This design comes from an exercise in tuning for small area, a short achievable clock period and few clock cycles on the open sky130 flow, not from production work.
The RTL was checked by simulation tests, not by an equivalence proof against the original design.
No activity file was given, so power comes from the tool's default toggle rates.

<file path="config.mk">
export PLATFORM = sky130hd
export DESIGN_NAME = midpoint_circle_generator
export DESIGN_NICKNAME = midpoint_circle_generator
export VERILOG_FILES = /design/flow/design.v
export SDC_FILE = /design/flow/constraint.sdc
export NUM_CORES = 4
export LEC_CHECK = 0
export ABC_AREA = 1
export CAP_MARGIN = 20
export CORE_MARGIN = 2
export CORE_UTILIZATION = 40
export CTS_BUF_LIST = sky130_fd_sc_hd__clkbuf_8
export SETUP_SLACK_MARGIN = 2.3
export SLEW_MARGIN = 20
</file>
<file path="constraint.sdc">
create_clock -name core_clock -period 5.0 [get_ports {clk}]
set_input_delay 1.0000 -clock core_clock [delete_from_list [all_inputs] [get_ports {clk}]]
set_output_delay 1.0000 -clock core_clock [all_outputs]
set_load 0.01 [all_outputs]
</file>
<file path="design.v">
module midpoint_circle_generator #(
  parameter int COORD_BITS  = 16,
  parameter int RADIUS_BITS = 14
) (
  input  logic                   clk,
  input  logic                   rst,
  input  logic                   cmd_valid,
  output logic                   cmd_ready,
  input  logic                   cmd_action,
  input  logic [COORD_BITS-1:0]  cmd_center_x,
  input  logic [COORD_BITS-1:0]  cmd_center_y,
  input  logic [RADIUS_BITS-1:0] cmd_radius,
  input  logic                   cmd_fill,
  input  logic                   pix_ready,
  output logic                   pix_valid,
  output logic [COORD_BITS:0]    pix_x_start,
  output logic [COORD_BITS:0]    pix_y_start,
  output logic [COORD_BITS:0]    pix_x_end,
  output logic [COORD_BITS:0]    pix_y_end,
  output logic                   pix_last_of_item,
  output logic                   pix_circle_done
);
  localparam int EB = 16;   
  localparam int SB = COORD_BITS + 1;
  localparam int RB = RADIUS_BITS;
  function automatic logic [SB-1:0] add_ks(input logic [SB-1:0] a, input logic [SB-1:0] b,
                                           input logic cin);
    logic [SB-1:0] g, pp, gn, pn, c;
    g  = a & b;
    pp = a ^ b;
    g[0] = g[0] | (pp[0] & cin);
    pn = pp;
    for (int d = 1; d < SB; d = d * 2) begin
      gn = g;
      for (int i = d; i < SB; i++) begin
        gn[i] = g[i] | (pn[i] & g[i-d]);
      end
      for (int i = SB - 1; i >= d; i--) begin
        pn[i] = pn[i] & pn[i-d];
      end
      g = gn;
    end
    c = {g[SB-2:0], cin};
    add_ks = pp ^ c;
  endfunction
  function automatic logic [6:0] form(input logic st, input logic fl, input logic [2:0] kk);
    logic [6:0] f;
    if (st && fl) begin
      case (kk[1:0])
        2'd0:    f = 7'b1001000;
        2'd1:    f = 7'b0000010;
        default: f = 7'b0010101;
      endcase
    end else if (st) begin
      case (kk[1:0])
        2'd0:    f = 7'b1000000;
        2'd1:    f = 7'b1101000;
        2'd2:    f = 7'b0000000;
        default: f = 7'b0010100;
      endcase
    end else if (fl) begin
      case (kk[1:0])
        2'd0:    f = 7'b0001000;
        2'd1:    f = 7'b0011000;
        2'd2:    f = 7'b1110000;
        default: f = 7'b1100100;
      endcase
    end else begin
      case (kk)
        3'd0:    f = 7'b0000000;
        3'd1:    f = 7'b0101000;
        3'd2:    f = 7'b0010000;
        3'd3:    f = 7'b0111000;
        3'd4:    f = 7'b1111000;
        3'd5:    f = 7'b1010000;
        3'd6:    f = 7'b1101000;
        default: f = 7'b1000100;
      endcase
    end
    form = f;
  endfunction
  logic          jv;       
  logic          start;
  logic          fill;
  logic [2:0]    k;        
  logic          run;      
  logic [15:0]   cx;
  logic [15:0]   cy;
  logic [RB-1:0] ox;
  logic [RB-1:0] oy;
  logic [EB-1:0] e;
  logic          e_ph1;    
  logic          e_ph2;    
  logic          p1;       
  logic          sw, xsn, yn, xen, lst, part, yeo;   
  logic          load, give, free, accept, take_start, take_step;
  logic          p;
  logic [RB-1:0] x, y, x_nx, y_nx;
  logic [EB-1:0] e_nx;
  logic [RB:0]   ymx;      
  logic          run_nx;
  logic [6:0]    f_give;
  assign load       = !pix_valid || pix_ready;
  assign give       = jv && load;
  assign free       = !jv || (lst && load);
  assign cmd_ready  = free;
  assign accept     = cmd_valid && free;
  assign take_start = accept && !cmd_action;
  assign take_step  = accept && cmd_action && run;
  assign x      = sw ? oy : ox;
  assign y      = sw ? ox : oy;
  assign p      = !e[EB-1];
  assign x_nx   = x + 1'b1;
  assign y_nx   = y - p;
  assign ymx    = {1'b0, y} - {1'b0, x};
  assign run_nx = !ymx[RB] && (ymx[RB-1:0] >= (p ? 14'd3 : 14'd2));
  assign e_nx   = e + (e_ph1 ? {1'b0, ox, 1'b1} : ~{1'b0, oy, 1'b0}) + {15'd0, !e_ph1};
  assign f_give = form(start, fill, k + 1'b1);
  always_ff @(posedge clk) begin
    if (rst) begin
      jv  <= 1'b0;
      run <= 1'b0;
    end else if (take_start) begin
      jv  <= 1'b1;
      run <= (cmd_radius != '0);
    end else if (take_step) begin
      jv  <= 1'b1;
      run <= run_nx;
    end else if (give && lst) begin
      jv  <= 1'b0;
    end
  end
  always_ff @(posedge clk) begin
    if (rst) begin
      e_ph1 <= 1'b0;
      e_ph2 <= 1'b0;
    end else begin
      e_ph1 <= take_step;
      e_ph2 <= e_ph1 && p1;
    end
  end
  always_ff @(posedge clk) begin
    if (take_start) begin
      cx <= cmd_center_x;
      cy <= cmd_center_y;
    end
  end
  always_ff @(posedge clk) begin
    if (take_start) begin
      e <= -({2'b00, cmd_radius});
    end else if (e_ph1 || e_ph2) begin
      e <= e_nx;
    end
  end
  always_ff @(posedge clk) begin
    if (take_step) begin
      p1 <= p;
    end
  end
  always_ff @(posedge clk) begin
    if (take_start) begin
      start <= 1'b1;
      fill  <= cmd_fill;
      k     <= 3'd0;
      {sw, xsn, yn, xen, lst, part, yeo} <= {3'b100, cmd_fill, 3'b000};
      ox    <= cmd_radius;
      oy    <= '0;
    end else if (take_step) begin
      start <= 1'b0;
      k     <= 3'd0;
      {sw, xsn, yn, xen, lst, part, yeo} <= {3'b000, fill, 3'b000};
      ox    <= x_nx;
      oy    <= y_nx;
    end else if (give) begin
      k     <= k + 1'b1;
      {sw, xsn, yn, xen, lst, part, yeo} <= f_give;
      if (f_give[6] != sw) begin
        ox <= oy;
        oy <= ox;
      end
    end
  end
  logic [SB-1:0] cx_e, cy_e, ox_e, oy_e;
  assign cx_e = {cx[15], cx};
  assign cy_e = {cy[15], cy};
  assign ox_e = {3'b000, ox};
  assign oy_e = {3'b000, oy};
  always_ff @(posedge clk) begin
    if (rst) begin
      pix_valid <= 1'b0;
    end else if (load) begin
      pix_valid <= jv && !part;
    end
  end
  logic [SB-1:0] y_sum;
  assign y_sum = add_ks(cy_e, oy_e ^ {SB{yn}}, yn);
  always_ff @(posedge clk) begin
    if (give && !yeo) begin
      pix_x_start      <= add_ks(cx_e, ox_e ^ {SB{xsn}}, xsn);
      pix_y_start      <= y_sum;
      pix_x_end        <= add_ks(cx_e, ox_e ^ {SB{xen}}, xen);
      pix_last_of_item <= lst || part;
      pix_circle_done  <= !run;
    end
  end
  always_ff @(posedge clk) begin
    if (give) begin
      pix_y_end <= y_sum;
    end
  end
endmodule
</file>
<file path="flow/run.sh">
#!/bin/bash
# The standard layout (standard.sh, unchanged synthesis and steps), except that the port
# buffers it inserts are plain sky130_fd_sc_hd__buf_1 cells rather than the default delay
# cells; the timing repairs resize them where needed. Every port still gets its buffer.
set -euo pipefail
export BUFFER_PORTS_ARGS="-buffer_cell sky130_fd_sc_hd__buf_1"
bash standard.sh > standard.log 2>&1
</file>
<file path="standard.sh">
#!/bin/bash
# synth_recipe.tcl (not shown) runs the flow's synth.tcl, then flattens the netlist and writes it again
# the make line also repeats each setting of config.mk as NAME=value (left out here)
make -C /OpenROAD-flow-scripts/flow DESIGN_CONFIG=/design/flow/config.mk WORK_HOME=/design/flow/orfs CLKGATE_MAP_FILE= SYNTH_SCRIPT=/design/flow/synth_recipe.tcl "${@:-finish}"
</file>
==> results.yml, run 1 <==
sta:
  slew_violations: 0
  period_needed_ps: 2660
  worst_slew_pin_slew_ps: 537
  skew_ps: 23.3
  fmax_mhz: 377
  setup_tns_ps: 0
  hold_viol: 0
  finalSetupViolCount: 0
  rsz0062_at_grt: "true"
  maxSlewHeadroom_pct: 63.8
  fin_crit_sh_pct: 53.1
synth:
  yosysSeqAreaShare_pct: 41.3
  synth_flop_cell: "edfxtp_1"
  yosysMostFrequentCell: "nand2_1"
  netlist_instances: 1351
  netlist_area_um2: 11200
  synth_common_cells: "360 x nand2_1, 143 x inv_1, 135 x edfxtp_1, 89 x a21oi_1, 82 x nor2_1"
  yosysTopAreaCell: "edfxtp_1"
  yosysWarnings: 1
  synth_area_leaders: "edfxtp_1 36%, nand2_1 12%, ha_1 8.5%"
  synth_top_area_share_pct: 36.1
  ys_seq_elements: 164
  syn_area_per_cell_um2: 8.31
  synthArstFlopShare_pct: 0
  synth_cell_types: 55
  syn-num-nets: 1483
  synth_edf_count: 135
routing:
  viasPerCell: 5.08
  drt_first_pass_iters: 6
  wirelength_um: 30700
  vias: 9680
  drt_iter0_markers: 863
  drc: 0
  final_antenna_net_count: 0
  wl_per_cell_um: 16.1
placement:
  gp_congestion: 0.886
  post-dp-hpwl_um: 22500
  placed_cells: 1812
  io_buffers: 123
  dpl_cell_area_um2: 12000
critical_path:
  crit_required_ps: 5210
  end_kind: "flop"
  startpoint_type: "flop"
  worstPathArrival_ps: 2870
  critPathMaxFanout: 3
  reg2reg_setup_slack_ps: 2340
  crit_type: "reg2reg"
floorplan:
  rows: 61
  start_util_pct: 40.5
  die_w_um: 172
  coreArea_um2: 27700
  die_area_um2: 29400
  io_pins: 124
  chipHeight_um: 172
clocking:
  clkLatencyLatePin_ps: 470
  cts-root-buf: "clkbuf_8"
  cts_buffers: 17
  clk_pin_slew_ps: 100
  htreeDepth: 4
  cts.sinks: 164
  cts_tree: "yes"
  cts_max_path_buffers: 2
power_and_ir_drop:
  leakagePower_nw: 5.77
  ir_worst_vdd_v: 0.000243
  p_per_area_nw_per_um2: 589
global_routing:
  grt_pass1_vias: 8897
  overflow: 0
  grt_pass1_wl_um: 46700
  grt_max_degree: 49
  antenna_found_initial: 0
  grtUsageTotal_pct: 20.6
flow_run:
  max-cap-violations: 0
final_layout:
  nets: 1648
  antenna_cells: 0
  stdcell_area_um2: 13300
  layout-drive-gt1-share_pct: 15.0
  fin_cells: 1907
  area_growth_pct: 18.6
hold_path:
  min_path_type: "reg2reg"
run_status:
  status: "finished clean"
-- placed cells by master (no fill, tap or decap), types with 15 or more instances in the layout --
master,n
nand4_1,15
nand2_1,341
nand2_2,21
clkbuf_8,17
xor2_1,77
o21ai_2,20
inv_1,140
edfxtp_1,135
xnor2_1,22
buf_1,123
o21ai_1,20
o21ai_0,61
ha_1,71
nand3_1,52
dfxtp_1,21
buf_4,57
nor2_1,75
a21oi_1,80
-- metrics by stage --
stage          util [%]  worst slack (ps)  hold WS (ps)  total power, mW
2_1_floorplan         -              2330           440             5.33
3_3_place_gp       43.3              1440           461             6.24
3_5_place_dp       43.3              1350           463             6.29
4_1_cts            45.4              2170           491             7.36
5_1_grt            48.1              2160           520             8.51
6_report           48.1              2340           485             7.84
-- cell families after synthesis --
| logic type | Yosys count | share of synthesized area (%) |
|---|---|---|
| DFF | 164 | 41.3 |
| and+or+nand+nor | 556 | 21.3 |
| buffers and inverters | 195 | 7.16 |
| adders and majority gates | 80 | 9.18 |
| muxes | 2 | 0.178 |
| xor gates and xnor gates | 103 | 8.10 |
| AOI/OAI and AO/OA | 251 | 12.8 |
-- flip-flops by register name (all words and copies together), names as in the netlist, 3 cells and up --
name and flops:
oy 14, pix_x_start 17, cx 16, pix_y_end 17, e 16, ox 14
pix_y_start 17, k 3, cy 16, pix_x_end 17
-- critical path, stage by stage, from the launching register on --
cell      delay [ps]
edfxtp_1         410
buf_4            180
o21ai_2          150
inv_1             80
fa_2             350
nand3_1           80
nand2_1           90
a21o_1           180
a21oi_2          190
o21ai_2          110
a21boi_2         180
o21ai_1          110
nand2_1           90
nand2_1           60
xor2_1           140
-- report_power, final --
group / switching (mW) / internal (mW) / leakage, nW / total, mW
logic: 2.82 / 1.77 / 4.08 / 4.59
registers: 0.291 / 2.04 / 1.50 / 2.33
clock network: 0.533 / 0.388 / 0.183 / 0.921
-- path summary, 6_finish.rpt --
| kind | from | end | depth (start not counted) |
|---|---|---|---|
| hold / removal | jv | pix_valid | 2 |
| setup reg to reg | ox[0] | pix_x_start[14] | 14 |
| setup / recovery | ox[0] | pix_x_start[14] | 14 |
| hold reg to reg | jv | pix_valid | 2 |
-- cell type report --
cell class | instances | area [um^2]
Inverter | 149 | 597
Tap cell | 378 | 473
Sequential cell | 164 | 4650
Multi-Input combinational cell | 993 | 6180
Clock buffer | 17 | 234
Timing Repair Buffer | 191 | 1060
Fill cell | 2670 | 14400
Clock inverter | 15 | 119
-- layer usage --
metal	wire [um]	track usage (%)	share of wire [%]
met2	14500	34.1	47
met1	14100	28.7	46
met5	0	0	0
met4	401	4.57	1.3
met3	1680	2.76	5.5
-- timing repair --
action / 4_1_cts / 5_1_grt
resized for setup: 40 / 101
hold buffers: 0 / 0
buffers inserted: 16 / 45
gates cloned: 0 / 2
pin swaps: 2 / 46
setup endpoints to repair: 97 / 121
Testbench counts, summed over its fixed seeds: cycles 39,002.
==> inputs of run 2 (changes only) <==
--- a/design.v
+++ b/design.v
@@ -98,5 +98,4 @@
   logic [RB-1:0] x, y, x_nx, y_nx;
   logic [EB-1:0] e_nx;
-  logic [RB:0]   ymx;      
   logic          run_nx;
   logic [6:0]    f_give;
@@ -113,6 +112,5 @@
   assign x_nx   = x + 1'b1;
   assign y_nx   = y - p;
-  assign ymx    = {1'b0, y} - {1'b0, x};
-  assign run_nx = !ymx[RB] && (ymx[RB-1:0] >= (p ? 14'd3 : 14'd2));
+  assign run_nx = (ox < oy);
   assign e_nx   = e + (e_ph1 ? {1'b0, ox, 1'b1} : ~{1'b0, oy, 1'b0}) + {15'd0, !e_ph1};
   assign f_give = form(start, fill, k + 1'b1);
@@ -126,7 +124,11 @@
     end else if (take_step) begin
       jv  <= 1'b1;
-      run <= run_nx;
-    end else if (give && lst) begin
-      jv  <= 1'b0;
+    end else begin
+      if (give && lst) begin
+        jv  <= 1'b0;
+      end
+      if (e_ph1) begin
+        run <= run_nx;
+      end
     end
   end
@@ -201,5 +203,5 @@
       pix_x_end        <= add_ks(cx_e, ox_e ^ {SB{xen}}, xen);
       pix_last_of_item <= lst || part;
-      pix_circle_done  <= !run;
+      pix_circle_done  <= e_ph1 ? !run_nx : !run;
     end
   end
==> run 2 against run 1 <==
  * Total power fell by 8.2%
  * Hold slack improved by 11 ps
  * Setup slack better by 120 ps
  * Largest cell class unchanged
  * Largest power group unchanged
==> results.yml, run 2 <==
clocking:
  cts_tree: "yes"
  postCtsHoldBufs: 0
  cts_buffers: 17
  cts_max_path_buffers: 2
  cts.sinks: 164
  htreeDepth: 4
  clkLatencyLatePin_ps: 470
  clk_pin_slew_ps: 90
  cts-root-buf: "clkbuf_8"
hold_path:
  min_path_type: "reg2reg"
  hold_depth: 2
  min_from: "jv"
  hold_path_end: "pix_valid"
critical_path:
  startpoint_type: "input pin"
  critPathMaxFanout: 3
  reg2reg_setup_slack_ps: 2470
  worstPathArrival_ps: 1530
  rr_endpoint: "ox[12]"
  end_kind: "primary output"
  rr_startpoint: "k[0]"
  crit_required_ps: 4000
  r2r_cells: 13
  crit_type: "in2out"
sta:
  worst_slew_pin_slew_ps: 734
  fin_crit_sh_pct: 50.6
  skew_ps: 25.8
  fmax_mhz: 395
  finalSetupViolCount: 0
  period_needed_ps: 2530
  maxSlewHeadroom_pct: 51.1
  rsz0062_at_grt: "false"
  hold_viol: 0
  slew_violations: 0
  setup_tns_ps: 0
global_routing:
  grt_pass1_wl_um: 47000
  antenna_found_initial: 0
  overflow: 0
  grt_max_degree: 54
  grtUsageTotal_pct: 20.4
  grt_pass1_vias: 9052
synth:
  synth_edf_count: 135
  yosysTopAreaCell: "edfxtp_1"
  syn-num-nets: 1493
  yosysWarnings: 1
  yosysSeqAreaShare_pct: 41.1
  syn_area_per_cell_um2: 8.35
  synth_area_leaders: "edfxtp_1 36%, nand2_1 11%, ha_1 9.8%"
  netlist_instances: 1349
  synth_flop_cell: "edfxtp_1"
  ys_seq_elements: 164
  synth_common_cells: "337 x nand2_1, 135 x edfxtp_1, 131 x inv_1, 96 x nand3_1, 88 x ha_1"
  netlist_area_um2: 11300
  yosysMostFrequentCell: "nand2_1"
  synthArstFlopShare_pct: 0
  synth_cell_types: 50
  synth_top_area_share_pct: 36.0
placement:
  io_buffers: 123
  gp_congestion: 0.932
  post-dp-hpwl_um: 22400
floorplan:
  rows: 61
  chipHeight_um: 172
  die_w_um: 172
  start_util_pct: 40.6
  die_area_um2: 29500
  coreArea_um2: 27800
  io_pins: 124
routing:
  drt_iter0_markers: 817
  wl_per_cell_um: 15.9
  wirelength_um: 29500
  drt_first_pass_iters: 5
  final_antenna_net_count: 0
  vias: 9553
  viasPerCell: 5.14
  drc: 0
final_layout:
  antenna_cells: 0
  nets: 1610
  layout-drive-gt1-share_pct: 6.63
  final_common_cell: "nand2_1"
  final_cell_mix: "337 x nand2_1, 135 x edfxtp_1, 131 x inv_1, 123 x buf_1, 95 x nand3_1"
  post-route-util_pct: 45.2
  area_growth_pct: 11.4
power_and_ir_drop:
  leakagePower_nw: 5.40
  ir_worst_vdd_v: 0.000183
  p_per_area_nw_per_um2: 574
run_status:
  status: "finished clean"
flow_run:
  max-cap-violations: 0
## run 2: cell types whose count changed after synthesis, sizes merged, moves of 10 or more
cell / previous run / this run
o21bai: 2 / 12
nand2: 369 / 348
nand3: 57 / 99
inv: 147 / 136
ha: 76 / 88
a21oi: 91 / 80
## run 2: worst max-delay path by stage
stage	from	to	slack (ps)	cells past startpoint
after global placement	pix_ready	ox[2]	1850	12
after CTS	k[1]	ox[12]	2320	11
final	pix_ready	cmd_ready	2470	6
after global routing	k[0]	ox[12]	2300	13
after floorplan	pix_ready	ox[0]	2360	9
after detailed placement	pix_ready	ox[2]	1860	12
## run 2: worst max-delay path, stage by stage
cell and delay [ps]:
buf_1 70, inv_1 40, nand2_1 90, nand2_1 60
nand2_1 110, buf_1 170
## run 2: area by class of cell
type                    instances  area [um^2]
clock buffers                  17          234
fillers                      2780        15200
inverters                     138          526
multi-input cells            1008         5900
flip-flops and latches        164         4640
repair buffers                137          596
clock inverters                15          180
well taps                     378          473
## run 2: metrics by stage
| step | instance area [um^2] | cells | setup WS [ps] | total power, mW | hold slack [ps] |
|---|---|---|---|---|---|
| 5_1_grt | 12600 | 1857 | 2300 | 7.88 | 539 |
| 2_1_floorplan | 11300 | 1349 | 2360 | 5.16 | 440 |
| 6_report | 12600 | 1857 | 2470 | 7.20 | 496 |
| 4_1_cts | 12500 | 1856 | 2320 | 7.19 | 501 |
| 3_5_place_dp | 12000 | 1820 | 1860 | 6.10 | 488 |
| 3_3_place_gp | 12000 | 1820 | 1850 | 6.06 | 479 |
## run 2: cells by family after synthesis
kind of cell    Yosys count  share of synthesized area, %
buf+inv                 177                          6.92
compound gates          243                          12.4
simple gates            583                          22.1
flops                   164                          41.1
fa+ha+maj                92                          10.5
xor+xnor                 90                          7.00
## run 2: where the power goes
part           internal [mW]  total (mW)  switching [mW]  leakage [nW]
clock network          0.499        1.04           0.538         0.199
logic                   1.39        3.81            2.43          3.70
registers               2.04        2.35           0.315          1.50
## run 2: timing repair
action / CTS / global route
setup buffers: 4 / 1
pin swaps: 1 / 0
resized for setup: 3 / 17
hold endpoints to repair: 0 / 0
setup endpoints to repair: 27 / 60
## run 2: metal layers
metal / vias to the layer above / wire length, um / global-route usage (%)
met3: 36 / 1540 / 2.83
met2: 283 / 13700 / 33.8
met5: - / 0 / 0
met4: 0 / 643 / 6.21
li1: 4815 / - / -
met1: 4419 / 13600 / 27.7
Testbench counts of run 2, summed over its fixed seeds: cycles 39,002.
==> inputs of run 3 (changes only) <==
==> run.sh (new file) <==
#!/bin/bash
# synth_recipe.tcl (not shown) runs the flow's synth.tcl, then flattens the netlist and writes it again
# the make line also repeats each setting of config.mk as NAME=value (left out here)
make -C /OpenROAD-flow-scripts/flow DESIGN_CONFIG=/design/flow/config.mk WORK_HOME=/design/flow/orfs CLKGATE_MAP_FILE= SYNTH_SCRIPT=/design/flow/synth_recipe.tcl finish
removed: flow/run.sh
removed: standard.sh
==> run 3 against run 2 <==
  * Total power is 1.1% higher
  * Synthesized area stayed put
  * Sequential share of layout area is 2.1 points lower
  * Largest cell class unchanged
  * Die area unchanged
  * Hold slack better by 4.5 ps
  * First-iteration DRC count shrank 11%
  * Combinational power increased by 4%
  * Fmax decreased by 9.7%
  * Via count down 0.37%
  * Wire length rose by 0.62%
  * Synthesized cell count did not move
==> results.yml, run 3 <==
run_status:
  status: "finished clean"
critical_path:
  cp_slowest_cell: "clkdlybuf4s50_1"
  crit_type: "in2out"
  r2r_cells: 8
  critPathMaxStageDelay_ps: 450
  startpoint_type: "input pin"
  critPathMaxFanout: 3
  worstPathArrival_ps: 1800
  end_kind: "primary output"
  crit_required_ps: 4000
  path_cells: "clkdlybuf4s50_1, inv_1, nand2_2, nand2_1, nand2_2, buf_6"
  critPathMostFrequentCell: "nand2_2"
clocking:
  cts-root-buf: "clkbuf_8"
  clk_pin_slew_ps: 100
  cts_tree: "yes"
  cts.sinks: 164
  clkLatencyLatePin_ps: 460
  htreeDepth: 4
  cts_buffers: 17
  postCtsHoldBufs: 0
  cts_max_path_buffers: 2
synth:
  synth_flop_cell: "edfxtp_1"
  yosysTopAreaCell: "edfxtp_1"
  ys_seq_elements: 164
  synthArstFlopShare_pct: 0
  yosysWarnings: 1
  netlist_area_um2: 11300
  yosysMostFrequentCell: "nand2_1"
  netlist_instances: 1349
  synth_area_leaders: "edfxtp_1 36%, nand2_1 11%, ha_1 9.8%"
  syn_area_per_cell_um2: 8.35
  syn-num-nets: 1493
  synth_top_area_share_pct: 36.0
  synth_common_cells: "337 x nand2_1, 135 x edfxtp_1, 131 x inv_1, 96 x nand3_1, 88 x ha_1"
  synth_cell_types: 50
  synth_edf_count: 135
  yosysSeqAreaShare_pct: 41.1
final_layout:
  final_cell_mix: "334 x nand2_1, 135 x edfxtp_1, 132 x inv_1, 122 x clkdlybuf4s50_1, 96 x nand3_1"
  final_common_cell: "nand2_1"
  layout-drive-gt1-share_pct: 6.84
  nets: 1608
  antenna_cells: 0
  n_fill_cell: 2717
  area_growth_pct: 18.1
routing:
  drc: 0
  wirelength_um: 29600
  viasPerCell: 5.13
  drt_iter0_markers: 725
  drt_first_pass_iters: 5
  vias: 9518
  final_antenna_net_count: 0
  wl_per_cell_um: 16.0
sta:
  worst_slew_pin_slew_ps: 766
  rsz0062_at_grt: "true"
  slew_violations: 0
  skew_ps: 11.8
  fmax_mhz: 357
  maxSlewHeadroom_pct: 48.9
  hold_viol: 0
  finalSetupViolCount: 0
  period_needed_ps: 2800
  fin_crit_sh_pct: 56.1
  setup_tns_ps: 0
placement:
  gp_congestion: 0.872
  post-dp-hpwl_um: 22300
  io_buffers: 123
floorplan:
  die_w_um: 172
  chipHeight_um: 172
  rows: 61
  start_util_pct: 40.6
  io_pins: 124
  coreArea_um2: 27800
  die_area_um2: 29500
global_routing:
  antenna_found_initial: 0
  grt_pass1_wl_um: 46200
  grtUsageTotal_pct: 20.2
  overflow: 0
  grt_pass1_vias: 8926
  grt_max_degree: 66
power_and_ir_drop:
  p_per_area_nw_per_um2: 547
  leakagePower_nw: 5.73
  ir_worst_vdd_v: 0.000202
  total_power_mw: 7.28
hold_path:
  hold_depth: 2
  min_path_type: "reg2reg"
flow_run:
  max-cap-violations: 0
==> run 3: cell counts after synthesis <==
Identical to the previous run, type by type.
==> run 3: cell type report <==
cell class | instances | area, um^2 | area share [%]
clock buffers | 17 | 234 | 1.76
clock inverters | 15 | 134 | 1.01
inverters | 138 | 527 | 3.96
multi-input cells | 1008 | 5930 | 44.6
flip-flops and latches | 164 | 4650 | 34.9
well taps | 378 | 473 | 3.55
repair buffers | 135 | 1360 | 10.2
==> run 3: cells by family after synthesis <==
kind of cell               synth area share [%]
and+or+nand+nor                            22.1
buffers and inverters                      6.92
AOI/OAI and AO/OA                          12.4
adders and majority gates                  10.5
xor gates and xnor gates                   7.00
DFF                                        41.1
==> run 3: final timing paths <==
| check | slack, ps | startpoint | end |
|---|---|---|---|
| worst max-delay path | 2200 | pix_ready | cmd_ready |
| worst min-delay path | 500 | jv | pix_valid |
| worst max register to register | 2450 | ox[0] | pix_x_start[10] |
| worst min register to register | 500 | jv | pix_valid |
==> run 3: metal layers <==
layer / up-vias / wire length [um] / GRT usage [%]
li1: 4809 / - / -
met1: 4374 / 13200 / 26.9
met2: 310 / 14300 / 34.7
met3: 25 / 1690 / 2.67
met4: 0 / 479 / 5.41
met5: - / 0 / 0
==> run 3: through the flow <==
| step | hold WS, ps | utilization (%) | worst slack (ps) | cell area (um^2) | std cells |
|---|---|---|---|---|---|
| final | 501 | 47.9 | 2200 | 13300 | 1855 |
| after global routing | 525 | 47.9 | 2150 | 13300 | 1855 |
| after CTS | 492 | 47.6 | 1960 | 13200 | 1853 |
| after detailed placement | 479 | 46.0 | 1320 | 12800 | 1818 |
| after global placement | 480 | 46.0 | 1380 | 12800 | 1818 |
| after floorplan | 440 | - | 2360 | 11300 | 1349 |
==> run 3: report_power, final <==
part           switching (mW)  total [mW]  internal [mW]
clock network           0.549       0.948          0.399
registers               0.345        2.39           2.04
logic                    2.38        3.95           1.57
==> run 3: what timing repair did <==
item | in CTS | in global routing
buffers inserted | 3 | 2
pin swaps | 0 | 1
resized for setup | 13 | 23
setup endpoints to repair | 95 | 68
==> run 3: worst max-delay path: cells and delay by family <==
| family | cells | cell delay [ps] |
|---|---|---|
| buffers and inverters | 3 | 590 |
| and+or+nand+nor | 3 | 210 |

-- static timing again, ports no longer ideal --
In the flow no input, the clock included, has a driving cell. The finished layouts below were timed again as built, in two steps.
Step 1 assumes that a clkbuf_16 drives the clock port and a buf_2 every other input.
Step 2 moves the port delays by t, midway between the first and last clock arrival at a register: inputs arrive t later, outputs are due t later. That takes back most of the time a late clock gives input paths.
a / b / c = ideal ports / drivers / drivers and shift; a / b = the first two.
| run | t, ns | setup slack, ns | latest minus earliest clock arrival (ns) | cell pins on the clock port's net |
|---|---|---|---|---|
| run 1 | 0.506 | 2.344 / 2.344 / 1.981 | 0.024 / 0.024 | 1 |
| run 2 | 0.497 | 2.469 / 2.446 / 2.020 | 0.027 / 0.027 | 1 |
| run 3 | 0.500 | 2.197 / 2.170 / 1.784 | 0.013 / 0.013 | 1 |
After both steps every run listed still meets setup and hold. The setup slack of run 2, which loses most, moves by -0.023 ns with the drivers and by -0.449 ns with both steps.
